Background: an optimization exercise with open tools, aiming at small area and a short achievable clock period. Do not read the settings as production practice.
Where RTL was checked, it was by simulation tests only, not by an equivalence proof against the original.
No functional check of the RTL was part of run 2.
Power figures rest on the tool's default switching activity, not on a simulated workload.

## flow/design.v (module list and top-level ports; edited modules follow where they fit)
// module fft_test_core: 3101 lines
module fft_test_core #(
  localparam int IW = 12,
  localparam int OW = 19,
  localparam int AW = 43
) (
  input  logic                 aclk,
  input  logic                 aresetn,
  input  logic [IW-1:0]        input_data_ch1,
  output logic signed [OW-1:0] fft_real,
  output logic signed [OW-1:0] fft_imag,
  output logic [AW-1:0]        amp,
  output logic                 fft_out_valid
);
  // ...
==> flow/flow/run.sh <==
#!/bin/bash
# The standard ORFS layout, with repair_timing aiming for a larger setup slack
# (the clock and constraints stay the design's) and a clock tree without dummy loads.
# Make's full output goes to make.log.
set -euo pipefail
export CTS_ARGS="-sink_clustering_enable -repair_clock_nets -dont_use_dummy_load"
bash standard.sh SETUP_SLACK_MARGIN=${MARGIN:-11} finish > make.log 2>&1
==> flow/standard.sh <==
#!/bin/bash
# synth_recipe.tcl (not shown) runs the flow's synth.tcl, then flattens the netlist and writes it again
# the make line also repeats each setting of config.mk as NAME=value (left out here)
make -C /OpenROAD-flow-scripts/flow DESIGN_CONFIG=/design/flow/config.mk WORK_HOME=/design/flow/orfs CLKGATE_MAP_FILE= SYNTH_SCRIPT=/design/flow/synth_recipe.tcl "${@:-finish}"
==> flow/config.mk <==
export PLATFORM = sky130hd
export DESIGN_NAME = fft_test_core
export DESIGN_NICKNAME = fft_test_core
export VERILOG_FILES = /design/flow/design.v
export SDC_FILE = /design/flow/constraint.sdc
export NUM_CORES = 8
export LEC_CHECK = 0
export CAP_MARGIN = 20
export CORE_MARGIN = 2
export CORE_UTILIZATION = 55
export SLEW_MARGIN = 20
==> flow/constraint.sdc <==
create_clock -name core_clock -period 16.0 [get_ports {aclk}]
set_input_delay 3.2000 -clock core_clock [delete_from_list [all_inputs] [get_ports {aclk}]]
set_output_delay 3.2000 -clock core_clock [all_outputs]
set_load 0.01 [all_outputs]
==> results.tsv, run 1 <==
stage	metric	value	unit
worst_setup_path	CP max FO	1	
routing	metal3 WL	27700	um
hold_path	min-delay src	r0[434]	
finish	commonest non-fill, non-tap cells in the layout	2370 x dfxtp_1, 1234 x nand2_1, 954 x fa_1	
worst_setup_path	CP max stage cell	clkdlybuf4s50_1	
synthesis	top post-synthesis cells by count	2432 x dfxtp_1, 1242 x nand2_1, 959 x fa_1	
synthesis	cell taking the most area after synthesis	dfxtp_1	
synthesis	post-synthesis adder-cell area fraction	21.9	%
clocking	root buffer cell	clkbuf_16	
clocking	Max Root-Sink Buffers	3	
clocking	Clock transition at path regs	0.06	ns
clocking	Clk Latency, worst-skew pair	0.92	ns
finish	sequential cell area share	43.1	%
timing	clk_skew	0.131	ns
hold_path	hold path cells	0	
synthesis	sequential element share of the synthesized area	47.2	%
pwr	combinational power	470	uW
routing	post-DR vias/cell	5.59	
floorplan	die area	201000	um2
synthesis	Yosys top cell area share	44.9	%
routing	max layer used	met5	
finish	Seq cells	2534	
worst_setup_path	arrival time at the worst endpoint	1.73	ns
global_route	Overflow after GRT	0	
run_status	status	complete, no violations	
==> inputs of run 2 (changes only) <==
--- a/flow/design.v
+++ b/flow/design.v
@@ -17,77 +17,96 @@
     else          tau <= (tau == 9'd319) ? 9'd0 : tau + 9'd1;
   end
   logic signed [IW-1:0] din_r;
   always_ff @(posedge aclk) din_r <= {~input_data_ch1[IW-1], input_data_ch1[IW-2:0]};
   logic [31:0][33:0] r0, r1, r0_n, r1_n;
   logic [8:0] tau_n, tau_w;
   assign tau_n = (tau == 9'd319) ? 9'd0 : tau + 9'd1;
   assign tau_w = tau_n - 9'd2;
-  logic r4_en, r4_lane, is2, is3, is4, is5, issq, sq_sub, bf_lane, wb2, wb3, wb4, wb5, wb_any, wb_lane, out_ph, out_sub;
+  logic is0_0, wb0_0, is0_1, wb0_1, is1_0, wb1_0, is1_1, wb1_1, is2_0, wb2_0, is2_1, wb2_1, is3_0, wb3_0, is3_1, wb3_1, is4_0, wb4_0, is4_1, wb4_1, is5_1, wb5_1, issq, sq_sub, out_ph, out_sub;
   logic [4:0] m;
   always_ff @(posedge aclk or negedge aresetn) begin
     if (!aresetn) begin
-      r4_en <= 1'b0;
-      r4_lane <= 1'b0;
-      is2 <= 1'b0;
-      is3 <= 1'b0;
-      is4 <= 1'b0;
-      is5 <= 1'b0;
+      is0_0 <= 1'b0;
+      wb0_0 <= 1'b0;
+      is0_1 <= 1'b0;
+      wb0_1 <= 1'b0;
+      is1_0 <= 1'b0;
+      wb1_0 <= 1'b0;
+      is1_1 <= 1'b0;
+      wb1_1 <= 1'b0;
+      is2_0 <= 1'b0;
+      wb2_0 <= 1'b0;
+      is2_1 <= 1'b0;
+      wb2_1 <= 1'b0;
+      is3_0 <= 1'b0;
+      wb3_0 <= 1'b0;
+      is3_1 <= 1'b0;
+      wb3_1 <= 1'b0;
+      is4_0 <= 1'b0;
+      wb4_0 <= 1'b0;
+      is4_1 <= 1'b0;
+      wb4_1 <= 1'b0;
+      is5_1 <= 1'b0;
+      wb5_1 <= 1'b0;
       issq <= 1'b0;
       sq_sub <= 1'b0;
-      bf_lane <= 1'b0;
-      wb2 <= 1'b0;
-      wb3 <= 1'b0;
-      wb4 <= 1'b0;
-      wb5 <= 1'b0;
-      wb_any <= 1'b0;
-      wb_lane <= 1'b0;
       out_ph <= 1'b0;
       out_sub <= 1'b0;
       m <= '0;
     end else begin
-      r4_en <= (tau_n >= 9'd66) && (tau_n < 9'd98) && !tau_n[0];
-      r4_lane <= tau_n[1];
-      is2 <= (tau_n >= 9'd98) && (tau_n < 9'd130);
-      is3 <= (tau_n >= 9'd130) && (tau_n < 9'd162);
-      is4 <= (tau_n >= 9'd162) && (tau_n < 9'd194);
-      is5 <= (tau_n >= 9'd194) && (tau_n < 9'd226);
+      is0_0 <= (tau_n >= 9'd60) && (tau_n < 9'd92) && (tau_n[0] == 1'b0);
+      wb0_0 <= (tau_n >= 9'd62) && (tau_n < 9'd94) && (tau_w[0] == 1'b0);
+      is0_1 <= (tau_n >= 9'd60) && (tau_n < 9'd92) && (tau_n[0] == 1'b1);
+      wb0_1 <= (tau_n >= 9'd62) && (tau_n < 9'd94) && (tau_w[0] == 1'b1);
+      is1_0 <= (tau_n >= 9'd92) && (tau_n < 9'd124) && (tau_n[1] == 1'b0);
+      wb1_0 <= (tau_n >= 9'd94) && (tau_n < 9'd126) && (tau_w[1] == 1'b0);
+      is1_1 <= (tau_n >= 9'd92) && (tau_n < 9'd124) && (tau_n[1] == 1'b1);
+      wb1_1 <= (tau_n >= 9'd94) && (tau_n < 9'd126) && (tau_w[1] == 1'b1);
+      is2_0 <= (tau_n >= 9'd124) && (tau_n < 9'd156) && (tau_n[2] == 1'b0);
+      wb2_0 <= (tau_n >= 9'd126) && (tau_n < 9'd158) && (tau_w[2] == 1'b0);
+      is2_1 <= (tau_n >= 9'd124) && (tau_n < 9'd156) && (tau_n[2] == 1'b1);
+      wb2_1 <= (tau_n >= 9'd126) && (tau_n < 9'd158) && (tau_w[2] == 1'b1);
+      is3_0 <= (tau_n >= 9'd156) && (tau_n < 9'd188) && (tau_n[3] == 1'b0);
+      wb3_0 <= (tau_n >= 9'd158) && (tau_n < 9'd190) && (tau_w[3] == 1'b0);
+      is3_1 <= (tau_n >= 9'd156) && (tau_n < 9'd188) && (tau_n[3] == 1'b1);
+      wb3_1 <= (tau_n >= 9'd158) && (tau_n < 9'd190) && (tau_w[3] == 1'b1);
+      is4_0 <= (tau_n >= 9'd188) && (tau_n < 9'd220) && (tau_n[4] == 1'b0);
+      wb4_0 <= (tau_n >= 9'd190) && (tau_n < 9'd222) && (tau_w[4] == 1'b0);
+      is4_1 <= (tau_n >= 9'd188) && (tau_n < 9'd220) && (tau_n[4] == 1'b1);
+      wb4_1 <= (tau_n >= 9'd190) && (tau_n < 9'd222) && (tau_w[4] == 1'b1);
+      is5_1 <= (tau_n >= 9'd220) && (tau_n < 9'd252);
+      wb5_1 <= (tau_n >= 9'd222) && (tau_n < 9'd254);
       issq <= (tau_n >= 9'd254) && (tau_n < 9'd318);
       sq_sub <= (tau_n >= 9'd286);
-      bf_lane <= ((tau_n >= 9'd98) && (tau_n < 9'd130) && tau_n[2]) || ((tau_n >= 9'd130) && (tau_n < 9'd162) && tau_n[3]) || ((tau_n >= 9'd162) && (tau_n < 9'd194) && tau_n[4]);
-      wb2 <= (tau_n >= 9'd100) && (tau_n < 9'd132);
-      wb3 <= (tau_n >= 9'd132) && (tau_n < 9'd164);
-      wb4 <= (tau_n >= 9'd164) && (tau_n < 9'd196);
-      wb5 <= (tau_n >= 9'd196) && (tau_n < 9'd228);
-      wb_any <= (tau_n >= 9'd100) && (tau_n < 9'd196);
-      wb_lane <= ((tau_n >= 9'd100) && (tau_n < 9'd132) && tau_w[2]) || ((tau_n >= 9'd132) && (tau_n < 9'd164) && tau_w[3]) || ((tau_n >= 9'd164) && (tau_n < 9'd196) && tau_w[4]);
       out_ph <= (tau_n >= 9'd256);
       out_sub <= (tau_n >= 9'd288);
-      if ((tau_n >= 9'd98) && (tau_n < 9'd130))      m <= {tau_n[1:0], 3'b000};
-      else if ((tau_n >= 9'd130) && (tau_n < 9'd162)) m <= {tau_n[2:0], 2'b00};
-      else if ((tau_n >= 9'd162) && (tau_n < 9'd194)) m <= {tau_n[3:0], 1'b0};
-      else         m <= tau_n[4:0];
+      if ((tau_n >= 9'd60) && (tau_n < 9'd92))      m <= 5'd0;
+      else if ((tau_n >= 9'd92) && (tau_n < 9'd124)) m <= {tau_n[0], 4'b0000};
+      else if ((tau_n >= 9'd124) && (tau_n < 9'd156)) m <= {tau_n[1:0], 3'b000};
+      else if ((tau_n >= 9'd156) && (tau_n < 9'd188)) m <= {tau_n[2:0], 2'b00};
+      else if ((tau_n >= 9'd188) && (tau_n < 9'd220)) m <= {tau_n[3:0], 1'b0};
+      else         m <= tau_n[4:0] + 5'd0;
     end
   end
-  logic signed [11:0] x0, x1, x2, x3;
-  logic signed [16:0] y0r, y2r, y1r, y1i, y3i;
-  assign x0 = r4_lane ? r1[2][11:0] : r0[0][11:0];
-  assign x1 = r4_lane ? r1[3][11:0] : r0[1][11:0];
-  assign x2 = r4_lane ? r1[4][11:0] : r0[2][11:0];
-  assign x3 = r4_lane ? r1[5][11:0] : r0[3][11:0];
+  logic [33:0] bw;
   always_comb begin
-    logic signed [16:0] u0, u2;
-    u0  = 17'(x0) + 17'(x1);
-    u2  = 17'(x2) + 17'(x3);
-    y0r = u0 + u2;
-    y2r = u0 - u2;
-    y1r = 17'(x0) - 17'(x1);
-    y3i = 17'(x2) - 17'(x3);
-    y1i = -y3i;
+    bw = '0;
+    if (is0_0) bw = bw | {17'd0, {5{r0[7][11]}}, r0[7][11:0]};
+    if (is0_1) bw = bw | {17'd0, {5{r1[4][11]}}, r1[4][11:0]};
+    if (is1_0) bw = bw | r0[2];
+    if (is1_1) bw = bw | r1[0];
+    if (is2_0) bw = bw | r0[4];
+    if (is2_1) bw = bw | r1[0];
+    if (is3_0) bw = bw | r0[8];
+    if (is3_1) bw = bw | r1[0];
+    if (is4_0) bw = bw | r0[16];
+    if (is4_1) bw = bw | r1[0];
+    if (is5_1) bw = bw | r1[0];
   end
   logic signed [17:0] c1, c2, c3;
   always_comb begin
     case (m)
       5'd0: begin c1 = 18'sd65536; c2 = -18'sd65536; c3 = -18'sd65536; end
       5'd1: begin c1 = 18'sd65220; c2 = -18'sd71644; c3 = -18'sd58796; end
       5'd2: begin c1 = 18'sd64277; c2 = -18'sd77062; c3 = -18'sd51492; end
       5'd3: begin c1 = 18'sd62714; c2 = -18'sd81738; c3 = -18'sd43690; end
@@ -117,23 +136,16 @@
       5'd27: begin c1 = -18'sd57798; c2 = 18'sd26905; c3 = 18'sd88691; end
       5'd28: begin c1 = -18'sd60547; c2 = 18'sd35467; c3 = 18'sd85627; end
       5'd29: begin c1 = -18'sd62714; c2 = 18'sd43690; c3 = 18'sd81738; end
       5'd30: begin c1 = -18'sd64277; c2 = 18'sd51492; c3 = 18'sd77062; end
       5'd31: begin c1 = -18'sd65220; c2 = 18'sd58796; c3 = 18'sd71644; end
       default: begin c1 = '0; c2 = '0; c3 = '0; end
     endcase
   end
-  logic [33:0] bw;
-  always_comb begin
-    if (is5 | bf_lane) bw = r1[0];
-    else if (is2)      bw = r0[4];
-    else if (is3)      bw = r0[8];
-    else               bw = r0[16];
-  end
   logic signed [17:0] xs_re, xs_im;
   always_comb begin
     if (!sq_sub) begin
       xs_re = {r0[2][16], r0[2][16:0]} + {r1[2][16], r1[2][16:0]};
       xs_im = {r0[2][33], r0[2][33:17]} + {r1[2][33], r1[2][33:17]};
     end else begin
       xs_re = {r0[2][16], r0[2][16:0]} - {r1[2][16], r1[2][16:0]};
       xs_im = {r0[2][33], r0[2][33:17]} - {r1[2][33], r1[2][33:17]};
@@ -2998,74 +3010,79 @@
   assign pb_re = tre_b[32:16];
   assign pa_im = tim_a[32:16];
   assign pb_im = tim_b[32:16];
   logic [16:0] p_re, p_im;
   assign p_re = pa_re + pb_re + {16'd0, c16_re};
   assign p_im = pa_im + pb_im + {16'd0, c16_im};
   logic [33:0] aw;
   always_comb begin
-    if (!wb_lane)  aw = r0[30];
-    else if (wb2)  aw = r1[26];
-    else if (wb3)  aw = r1[22];
-    else           aw = r1[14];
+    aw = '0;
+    if (wb0_0) aw = aw | {17'd0, {5{r0[4][11]}}, r0[4][11:0]};
+    if (wb0_1) aw = aw | {17'd0, {5{r1[1][11]}}, r1[1][11:0]};
+    if (wb1_0) aw = aw | r0[30];
+    if (wb1_1) aw = aw | r1[28];
+    if (wb2_0) aw = aw | r0[30];
+    if (wb2_1) aw = aw | r1[26];
+    if (wb3_0) aw = aw | r0[30];
+    if (wb3_1) aw = aw | r1[22];
+    if (wb4_0) aw = aw | r0[30];
+    if (wb4_1) aw = aw | r1[14];
   end
   logic [16:0] top_re, top_im, bot_re, bot_im;
   assign top_re = aw[16:0]  + pa_re + pb_re + {16'd0, c16_re};
   assign top_im = aw[33:17] + pa_im + pb_im + {16'd0, c16_im};
   assign bot_re = aw[16:0]  + ~pa_re + ~pb_re + 17'd1 + {16'd0, ~c16_re};
   assign bot_im = aw[33:17] + ~pa_im + ~pb_im + 17'd1 + {16'd0, ~c16_im};
   always_comb begin
     for (int q = 0; q < 32; q++) begin
       r0_n[q] = r0[(q + 1) % 32];
       r1_n[q] = r1[(q + 1) % 32];
     end
-    if (r4_en & (r4_lane == 1'b0)) r0_n[0] = {y1i, y1r};
-    if (wb2 & !wb_lane) r0_n[1] = {bot_im, bot_re};
-    else if (r4_en & (r4_lane == 1'b0)) r0_n[1] = {17'sd0, y2r};
-    if (r4_en & (r4_lane == 1'b0)) r0_n[2] = {y3i, y1r};
-    else if (tau == 9'd5 || tau == 9'd23) r0_n[2][11:0] = din_r;
-    if (tau == 9'd37 || tau == 9'd55) r0_n[3][11:0] = din_r;
-    if (wb3 & !wb_lane) r0_n[5] = {bot_im, bot_re};
+    if (wb2_0) r0_n[1] = {bot_im, bot_re};
+    if (tau == 9'd5 || tau == 9'd23) r0_n[2][11:0] = din_r;
+    if (wb0_0) r0_n[3] = {top_im, top_re};
+    else if (tau == 9'd37 || tau == 9'd55) r0_n[3][11:0] = din_r;
+    if (wb0_0) r0_n[4] = {bot_im, bot_re};
+    if (wb3_0) r0_n[5] = {bot_im, bot_re};
     if (tau == 9'd11) r0_n[8][11:0] = din_r;
     if (tau == 9'd43) r0_n[9][11:0] = din_r;
     if (tau == 9'd3 || tau == 9'd15 || tau == 9'd25) r0_n[12][11:0] = din_r;
-    if (wb4 & !wb_lane) r0_n[13] = {bot_im, bot_re};
+    if (wb4_0) r0_n[13] = {bot_im, bot_re};
     else if (tau == 9'd35 || tau == 9'd47 || tau == 9'd57) r0_n[13][11:0] = din_r;
     if (tau == 9'd7 || tau == 9'd17 || tau == 9'd29) r0_n[16][11:0] = din_r;
     if (tau == 9'd39 || tau == 9'd49 || tau == 9'd61) r0_n[17][11:0] = din_r;
     if (tau == 9'd21) r0_n[20][11:0] = din_r;
     if (tau == 9'd53) r0_n[21][11:0] = din_r;
     if (tau == 9'd9 || tau == 9'd27) r0_n[26][11:0] = din_r;
     if (tau == 9'd41 || tau == 9'd59) r0_n[27][11:0] = din_r;
-    if (wb_any & !wb_lane) r0_n[29] = {top_im, top_re};
+    if (wb1_0 | wb2_0 | wb3_0 | wb4_0) r0_n[29] = {top_im, top_re};
     if (tau == 9'd1 || tau == 9'd13 || tau == 9'd19 || tau == 9'd31) r0_n[30][11:0] = din_r;
-    if (r4_en & (r4_lane == 1'b0)) r0_n[31] = {17'sd0, y0r};
+    if (wb1_0) r0_n[31] = {bot_im, bot_re};
     else if (tau == 9'd33 || tau == 9'd45 || tau == 9'd51 || tau == 9'd63) r0_n[31][11:0] = din_r;
-    if (r4_en & (r4_lane == 1'b1)) r1_n[1] = {17'sd0, y0r};
+    if (wb0_1) r1_n[0] = {top_im, top_re};
+    if (wb0_1) r1_n[1] = {bot_im, bot_re};
     else if (tau == 9'd6 || tau == 9'd24) r1_n[1][11:0] = din_r;
-    if (r4_en & (r4_lane == 1'b1)) r1_n[2] = {y1i, y1r};
-    else if (tau == 9'd38 || tau == 9'd56) r1_n[2][11:0] = din_r;
-    if (r4_en & (r4_lane == 1'b1)) r1_n[3] = {17'sd0, y2r};
-    if (r4_en & (r4_lane == 1'b1)) r1_n[4] = {y3i, y1r};
+    if (tau == 9'd38 || tau == 9'd56) r1_n[2][11:0] = din_r;
     if (tau == 9'd12) r1_n[7][11:0] = din_r;
     if (tau == 9'd44) r1_n[8][11:0] = din_r;
     if (tau == 9'd4 || tau == 9'd16 || tau == 9'd26) r1_n[11][11:0] = din_r;
     if (tau == 9'd36 || tau == 9'd48 || tau == 9'd58) r1_n[12][11:0] = din_r;
-    if (wb4 & wb_lane) r1_n[13] = {top_im, top_re};
+    if (wb4_1) r1_n[13] = {top_im, top_re};
     if (tau == 9'd8 || tau == 9'd18 || tau == 9'd30) r1_n[15][11:0] = din_r;
     if (tau == 9'd40 || tau == 9'd50 || tau == 9'd62) r1_n[16][11:0] = din_r;
     if (tau == 9'd22) r1_n[19][11:0] = din_r;
     if (tau == 9'd54) r1_n[20][11:0] = din_r;
-    if (wb3 & wb_lane) r1_n[21] = {top_im, top_re};
-    if (wb2 & wb_lane) r1_n[25] = {top_im, top_re};
+    if (wb3_1) r1_n[21] = {top_im, top_re};
+    if (wb2_1) r1_n[25] = {top_im, top_re};
     else if (tau == 9'd10 || tau == 9'd28) r1_n[25][11:0] = din_r;
     if (tau == 9'd42 || tau == 9'd60) r1_n[26][11:0] = din_r;
-    if (((wb2 & wb_lane) | (wb3 & wb_lane)) | (wb4 & wb_lane)) r1_n[29] = {bot_im, bot_re};
-    else if (wb5) r1_n[29] = {p_im, p_re};
+    if (wb1_1) r1_n[27] = {top_im, top_re};
+    if (wb1_1 | wb2_1 | wb3_1 | wb4_1) r1_n[29] = {bot_im, bot_re};
+    else if (wb5_1) r1_n[29] = {p_im, p_re};
     else if (tau == 9'd2 || tau == 9'd14 || tau == 9'd20 || tau == 9'd32) r1_n[29][11:0] = din_r;
     if (tau == 9'd34 || tau == 9'd46 || tau == 9'd52 || tau == 9'd64) r1_n[30][11:0] = din_r;
   end
   always_ff @(posedge aclk) begin
     r0 <= r0_n;
     r1 <= r1_n;
   end
   logic signed [17:0] xo_re, xo_im;
==> results.tsv, run 2 <==
stage	metric	value	unit	change
synthesis	Synth area leaders	dfxtp_1 45%, fa_1 18%, mux2_2 5.8%, and2_1 4.7%, inv_1 3.5%		was dfxtp_1 45%, fa_1 18%, nand2_1 4.3%, ha_1 4.2%, mux2_2 3.5%
synthesis	Yosys cell types	101		was 100
timing	RSZ-0062 raised after global routing	true		unchanged
clocking	H-tree levels	4		unchanged
timing	f_max	201	MHz	was 203 MHz
clocking	Clock transition at path regs	0.06	ns	about the same
global_route	first-pass GRT wire length	470000	um	was 477000 um
timing	Fin. Hold Viols	0		unchanged
synthesis	Compound-Gate Fraction of Synth Area	6.69	%	was 8.19%
synthesis	cell taking the most area after synthesis	dfxtp_1		unchanged
routing	post-DR vias/cell	5.65		was 5.59
synthesis	mux share of post-synthesis cell area	6.78	%	was 4.98%
floorplan	number of I/O pins	96		unchanged
clocking	CTS tree	yes		unchanged
finish	area grow syn2layout	10.3	%	was 10.1%
worst_setup_path	Critical Path RT	16.70	ns	was 12.80 ns
worst_setup_path	Worst setup EP type	flip-flop		was output port
routing	number of antenna-violating nets in the routed design	0		unchanged
global_route	vias in the first global route	69172		was 71025
clocking	Clk Latency, worst-skew pair	0.89	ns	was 0.92 ns
run	Max-cap violations	0		unchanged
global_route	Total GRT Usage	32.7	%	was 32.6%
clocking	Sink Count	2545		was 2534
hold_path	Hold Path Class	flip-flop to flip-flop		unchanged
worst_setup_path	critical path type	flip-flop to flip-flop		was flip-flop to output port
synthesis	Yosys reg bits	2545		was 2534
timing	final setup TNS	0	ns	unchanged
worst_setup_path	CP max stage cell	or4_4		was clkdlybuf4s50_1
routing	max layer used	met5		unchanged
timing	clk_skew	0.139	ns	was 0.131 ns
worst_setup_path	Register-to-Register Setup Slack	11.03	ns	was 11.08 ns
floorplan	die height	446	um	was 448 um
routing	Routed WL	324000	um	about the same
finish	top flop regs	r0 (1088), r1 (1088)		unchanged
synthesis	Post-Synth Simple-Gate Area	10.5	%	was 10.4%
routing	TritonRoute pass-1 iters	8		was 6
routing	metal3 WL	22800	um	was 27700 um
floorplan	Die W	446	um	was 448 um
floorplan	die area	199000	um2	was 201000 um2
floorplan	Core Area	195000	um2	was 197000 um2
placed_design	Place WS	10.34	ns	was 9.94 ns
clocking	root buffer cell	clkbuf_16		unchanged
finish	final net count	10795		was 11335
routing	vias	68327		was 70654
global_route	initial antenna violation count	28		was 31
clocking	Max Root-Sink Buffers	3		unchanged
worst_setup_path	CP max FO	7		was 1
placed_design	Placer Congestion	0.990		was 0.935
run_status	status	complete, no violations		unchanged
synthesis	ys flop type	dfxtp_1		unchanged
timing	post-route clock period utilization	31.1	%	was 30.8%
finish	most common cell after layout, fill and taps aside	dfxtp_1		unchanged
synthesis	Post-Synth XOR/XNOR Area	2.00	%	was 2.78%
global_route	largest net degree at the start of global routing	81		was 89
synthesis	EDFF count, synth	0		unchanged
floorplan	Rows	162		was 163
timing	setup ws final	11.03	ns	was 11.07 ns
synthesis	sequential element share of the synthesized area	47.9	%	was 47.2%
synthesis	Yosys top cell area share	45.3	%	was 44.9%
worst_setup_path	Largest stage delay, worst path	0.65	ns	was 0.57 ns
timing	hold slack	0.251	ns	was 0.276 ns
worst_setup_path	CP cell instances	or4_4 -> buf_12 -> buf_4 -> nand2_1 -> and3_1 -> inv_1 -> fa_1 -> ha_1 -> nor2b_1 -> o21ai_1 -> a21boi_2 -> o21a_2 -> o21a_1 -> o21ai_4 -> a31oi_4 -> or3_4 -> a31o_2		was clkdlybuf4s50_1
timing	Final min period	4.97	ns	was 4.93 ns
worst_setup_path	arrival time at the worst endpoint	5.67	ns	was 1.73 ns
routing	first-iteration detailed-routing DRC count	5711		was 6579
pwr	Max VDD drop	133	uV	was 106 uV
global_route	Overflow after GRT	0		unchanged
synthesis	top-count cell post-synth	dfxtp_1		unchanged
synthesis	Mapped Avg Cell Area	11.4	um2	was 10.9 um2
synthesis	ys async rst share	4.44	%	was 4.03%
floorplan	Initial Util	55.3	%	was 55.2%
clocking	total CTS buffers	240		was 239
worst_setup_path	Worst setup SP type	flip-flop		unchanged
pwr	pwr dens	95.3	nW/um2	was 97.7 nW/um2
pwr	Leak	0.0493	uW	was 0.0481 uW
synthesis	mapped cell area	108000	um2	about the same
placed_design	post-DP HPWL	236000	um	was 243000 um
synthesis	Syn Inst Count	9417		was 9920
routing	DR DRC count	0		unchanged
routing	wire length per cell	26.8	um	was 25.7 um
finish	commonest non-fill, non-tap cells in the layout	2371 x dfxtp_1, 995 x inv_1, 905 x fa_1		was 2370 x dfxtp_1, 1234 x nand2_1, 954 x fa_1
timing	Final setup viols	0		unchanged
synthesis	post-synthesis adder-cell area fraction	21.1	%	was 21.9%
timing	Slew headroom	16.7	%	was 21.4%
synthesis	top post-synthesis cells by count	2432 x dfxtp_1, 1001 x inv_1, 953 x fa_1		was 2432 x dfxtp_1, 1242 x nand2_1, 959 x fa_1
routing	met2 WL post-DR	142000	um	was 136000 um
timing	Slew Limit Fails	0		unchanged
finish	layout cell share with drive strength beyond 1	13.3	%	was 10.3%
timing	Worst Max-Slew Pin Slew	1.24	ns	was 1.17 ns
placed_design	port bufs	88		unchanged
synthesis	yosys warns	1		unchanged
synthesis	main combinational cell family by area after synthesis	adder cells		unchanged
routing	met1 wire length	141000	um	was 148000 um
-- run 2: worst paths after layout --
kind	from	to	cells past startpoint
worst min register to register	r0[430]	r0[396]	0
worst max-delay path	wb2_0	r1[473]	17
max in group asynchronous	aresetn	wb0_1	2
min in group asynchronous	aresetn	amp[8]	1
worst min-delay path	r0[430]	r0[396]	0
worst max register to register	wb2_0	r1[473]	17
-- run 2: layer usage --
metal | global-route usage [%] | up-vias
li1 | - | 30310
met2 | 50.1 | 2601
met5 | 0 | -
met1 | 45.9 | 34739
met3 | 5.00 | 661
met4 | 15.2 | 16
-- run 2: kinds of logic (layout without fill, tap and decap cells) --
kind of cell | count (synthesis) | count (layout)
XOR/XNOR | 243 | 243
multiplexers | 657 | 657
AO/OA/AOI/OAI | 1123 | 1123
other | 1 | 27
AND/OR/NAND/NOR | 2191 | 2193
flip-flops | 2545 | 2545
buffers and inverters | 1416 | 1529
adder cells (fa/ha/maj) | 1241 | 1241
-- run 2: critical path, delay by kind of cell (launching register included) --
kind                     cells  cell delay, ns
adder cells (fa/ha/maj)      2            0.78
AO/OA/AOI/OAI                7            1.45
AND/OR/NAND/NOR              5            1.65
flip-flops                   1            0.53
buffers and inverters        3            0.46
-- run 2: cell type report --
type | instances | area, um2
repair buffers | 285 | 2520
clock buffers | 240 | 6010
multi-input cells | 5464 | 51400
flip-flops and latches | 2545 | 51700
well taps | 2542 | 3180
diodes | 20 | 50.0
inverters | 1004 | 3770
fillers | 15858 | 76000
-- run 2: where the power goes --
| group | switching [uW] | internal, uW | total [uW] |
|---|---|---|---|
| registers | 30.6 | 6420 | 6450 |
| logic | 55.0 | 44.1 | 99.1 |
| clock network | 2160 | 2600 | 4760 |
| total | 2250 | 9060 | 11300 |
-- run 2: what timing repair did --
action	in CTS	in global routing
endpoints found under the setup margin	259	227
pin swaps	33	86
gates resized for setup	164	125
gates cloned	2	0
hold buffers	0	0
setup buffers	54	26
-- run 2: metrics by stage --
step           power, uW  util, %  instance area (um2)  std cells
3_3_place_gp        6680     57.0               111000      11757
5_1_grt            11600     61.0               119000      12090
2_1_floorplan       6640        -               108000       9423
6_report           11300     61.0               119000      12100
4_1_cts            11400     60.6               118000      12054
3_5_place_dp        6690     57.1               111000      11758

-- port drivers added, routing unchanged --
How much do the figures lean on ideal ports? The routed layouts below were timed once more, with nothing changed but the port constraints.
Step 1 assumes that a clkbuf_16 drives the clock port and a buf_2 every other input.
Step 2 moves the port delays by t, midway between the first and last clock arrival at a register: inputs arrive t later, outputs are due t later. That takes back most of the time a late clock gives input paths.
Three values: ideal, step 1, step 2; two values: the first two.
run	t, ns	setup slack, ns	hold WS [ns]	worst setup path at the end	clock arrival spread, ns
run 1	0.954	11.067 / 10.970 / 11.077	0.276 / 0.276 / 0.276	register to register	0.131 / 0.131
run 2	0.912	11.029 / 10.972 / 11.029	0.251 / 0.251 / 0.251	register to register	0.143 / 0.143
After both steps setup and hold are still met in every run listed.
